Source: an optimization exercise on an open RTL-to-GDS flow (aim: small area). Production flows keep margins and buffers that such runs may drop. Only simulation tests tie the RTL to the original design; equivalence was not proved. Power is estimated from default activity; no workload was simulated.

old:
==> flow/design.v (excerpt) <==
module regfile (
    input  logic        clk,
    input  logic        rst,
    input  logic        we,
    input  logic [4:0]  waddr,
    input  logic [31:0] wdata,
    input  logic        re1,
    input  logic [4:0]  raddr1,
    output logic [31:0] rdata1,
    input  logic        re2,
    input  logic [4:0]  raddr2,
    output logic [31:0] rdata2
);
For scale: about 990 flip-flops, about 120 I/O pins.
Settings: LEC_CHECK=0, CAP_MARGIN=20, CORE_MARGIN=2, CORE_UTILIZATION=55, SLEW_MARGIN=20, SYNTH_HIERARCHICAL=1, SYNTH_MINIMUM_KEEP_SIZE=0; clock period 7.0 ns.
standard.sh (not shown) runs the stock make flow with config.mk's settings and CLKGATE_MAP_FILE= SYNTH_SCRIPT=/design/flow/synth_recipe.tcl, a recipe that flattens the netlist after the stock synthesis.
==> flow/flow/run.sh <==
#!/bin/bash
# The standard layout with two changes: clock tree synthesis without dummy loads and with larger
# sink clusters, and the smallest buffer for the port buffers. Everything else, synthesis
# included, is standard.sh's.
set -euo pipefail
export CTS_ARGS="-sink_clustering_enable -repair_clock_nets -dont_use_dummy_load -sink_clustering_size 24 -sink_clustering_max_diameter 60 -buf_list {sky130_fd_sc_hd__clkbuf_8 sky130_fd_sc_hd__clkbuf_16}"
export BUFFER_PORTS_ARGS="-buffer_cell sky130_fd_sc_hd__buf_1"
bash standard.sh > standard.log 2>&1
Here is what was changed in the inputs of new compared with old.
--- a/flow/config.mk
+++ b/flow/config.mk
@@ -6,8 +6,8 @@
 export NUM_CORES = 4
 export LEC_CHECK = 0
-export CAP_MARGIN = 20
+export CAP_MARGIN = 12
 export CORE_MARGIN = 2
 export CORE_UTILIZATION = 55
-export SLEW_MARGIN = 20
+export SLEW_MARGIN = 12
 export SYNTH_HIERARCHICAL = 1
 export SYNTH_MINIMUM_KEEP_SIZE = 0
### Flow results
new went all the way through the flow, and no timing, DRC or antenna check failed.
The worst-path maximum fanout in new sits about 19% above the value recorded for old.
Highest clock rate: lower on new
On net switching power figure: new sits below old.
Any difference in complex-gate fraction of the synthesized area between old and new is small enough to ignore.
new ended with less detailed-route via count than old.

regfile, a different RTL version from the one above (not shown whole).
For scale: about 3,200 cells after synthesis, roughly 0.038 mm² of cells after synthesis.
Settings: LEC_CHECK=0, CAP_MARGIN=12, CORE_MARGIN=2, CORE_UTILIZATION=55, GPL_TIMING_DRIVEN=0, SETUP_SLACK_MARGIN=0.4, SLEW_MARGIN=12, SYNTH_HIERARCHICAL=1, SYNTH_MINIMUM_KEEP_SIZE=0; clock period 7.0 ns.
==> flow/flow/run.sh <==
#!/bin/bash
# The standard layout with two changes: clock tree synthesis without dummy loads and with larger
# sink clusters, and the smallest buffer for the port buffers. Everything else, synthesis
# included, is standard.sh's.
set -euo pipefail
export CTS_ARGS="-sink_clustering_enable -repair_clock_nets -dont_use_dummy_load -sink_clustering_size 30 -sink_clustering_max_diameter 80 -buf_list {sky130_fd_sc_hd__clkbuf_8 sky130_fd_sc_hd__clkbuf_16}"
export BUFFER_PORTS_ARGS="-buffer_cell sky130_fd_sc_hd__buf_1"
bash standard.sh > standard.log 2>&1
Next try:
==> flow/flow/run.sh (replaced) <==
#!/bin/bash
# The standard layout with three changes: downsizing of gates off the critical paths after
# global routing (RECOVER_POWER), clock tree synthesis without dummy loads and with larger
# sink clusters, and the smallest buffer for the port buffers. Everything else, synthesis
# included, is standard.sh's.
set -euo pipefail
export CTS_ARGS="-sink_clustering_enable -repair_clock_nets -dont_use_dummy_load -sink_clustering_size 28 -sink_clustering_max_diameter 75 -buf_list {sky130_fd_sc_hd__clkbuf_8 sky130_fd_sc_hd__clkbuf_16}"
export RECOVER_POWER=100
export BUFFER_PORTS_ARGS="-buffer_cell sky130_fd_sc_hd__buf_1"
bash standard.sh > standard.log 2>&1
=> With this change the flow produced a layout that fails on capacitance limit, slew limit; via count hardly moves; area after synthesis is unchanged; clock-buffer cell count went up by 5; first-iteration DRC count goes down by a few percent; routed wire length is about the same; critical path depth is higher by 2.
Next try:
==> flow/flow/run.sh (replaced) <==
#!/bin/bash
# The standard layout with two changes: clock tree synthesis without dummy loads and with larger
# sink clusters, and the smallest buffer for the port buffers. Everything else, synthesis
# included, is standard.sh's.
set -euo pipefail
export CTS_ARGS="-sink_clustering_enable -repair_clock_nets -dont_use_dummy_load -sink_clustering_size 30 -sink_clustering_max_diameter 80 -buf_list {sky130_fd_sc_hd__clkbuf_8 sky130_fd_sc_hd__clkbuf_16}"
export BUFFER_PORTS_ARGS="-buffer_cell sky130_fd_sc_hd__buf_1"
bash standard.sh > standard.log 2>&1
- CORE_UTILIZATION: 55 -> 60
- SLEW_MARGIN: 12 -> 15
Outcome: With this change the flow produced a clean layout. Routed wire length drops by 6.3%. Die area went down by 8.2%. Setup slack gets better by 0.12 ns. Synthesized cell count stays the same. Clock-buffer cell count decreases by 7. Total power shrinks by about 2.4%. Utilization went up by 5.0 points. Final area is lower by about 0.6%. Sequential share of layout area goes up by 0.30 points. Worst hold slack stays flat. Synthesized area stays the same.
Next try:
--- a/flow/flow/run.sh
+++ b/flow/flow/run.sh
@@ -6 +6 @@
-export CTS_ARGS="-sink_clustering_enable -repair_clock_nets -dont_use_dummy_load -sink_clustering_size 30 -sink_clustering_max_diameter 80 -buf_list {sky130_fd_sc_hd__clkbuf_8 sky130_fd_sc_hd__clkbuf_16}"
+export CTS_ARGS="-sink_clustering_enable -repair_clock_nets -dont_use_dummy_load -sink_clustering_size 28 -sink_clustering_max_diameter 75 -buf_list {sky130_fd_sc_hd__clkbuf_8 sky130_fd_sc_hd__clkbuf_16}"
- CORE_UTILIZATION: 60 -> 64
- SLEW_MARGIN: 15 -> 18
Via count rises slightly. Maximum frequency came out higher slightly. Die area shrinks by a few percent. Clock skew is unchanged.

==> separate check: timing with driven ports <==
No port has a modelled driver above. Below, the same layouts with a new extraction and two added sets of constraints. Step 1, drivers: a clkbuf_16 drives clk and a buf_2 each remaining input, both assumed. Step 2 moves the port delays by t, midway between the first and last clock arrival at a register: inputs arrive t later, outputs are due t later. That takes back most of the time a late clock gives input paths. Slacks: ideal ports / drivers / drivers and shift; pairs: ideal ports / drivers.
| run | t, ns | setup WS [ns] | latest minus earliest clock arrival (ns) | worst data-port slew with drivers (ns) | cell pins on the clock port's net |
|---|---|---|---|---|---|
| old | 0.732 | 0.877 / 0.851 / 0.851 | 0.056 / 0.055 | 0.12 | 1 |
| new | 0.721 | 0.856 / 0.835 / 0.835 | 0.082 / 0.082 | 0.15 | 1 |
| the first run of note 2 | 0.705 | 0.258 / 0.233 / 0.233 | 0.062 / 0.062 | 0.14 | 1 |
| the second run of note 2 | 0.704 | 0.172 / 0.110 / 0.110 | 0.043 / 0.042 | 0.14 | 1 |
| the third run of note 2 | 0.701 | 0.294 / 0.269 / 0.269 | 0.055 / 0.055 | 0.15 | 1 |
| the fourth run of note 2 | 0.700 | 0.314 / 0.255 / 0.255 | 0.049 / 0.048 | 0.13 | 1 |
For the second run of note 2, which loses most, drivers alone change the setup slack by -0.062 ns; drivers and shift together by -0.062 ns.
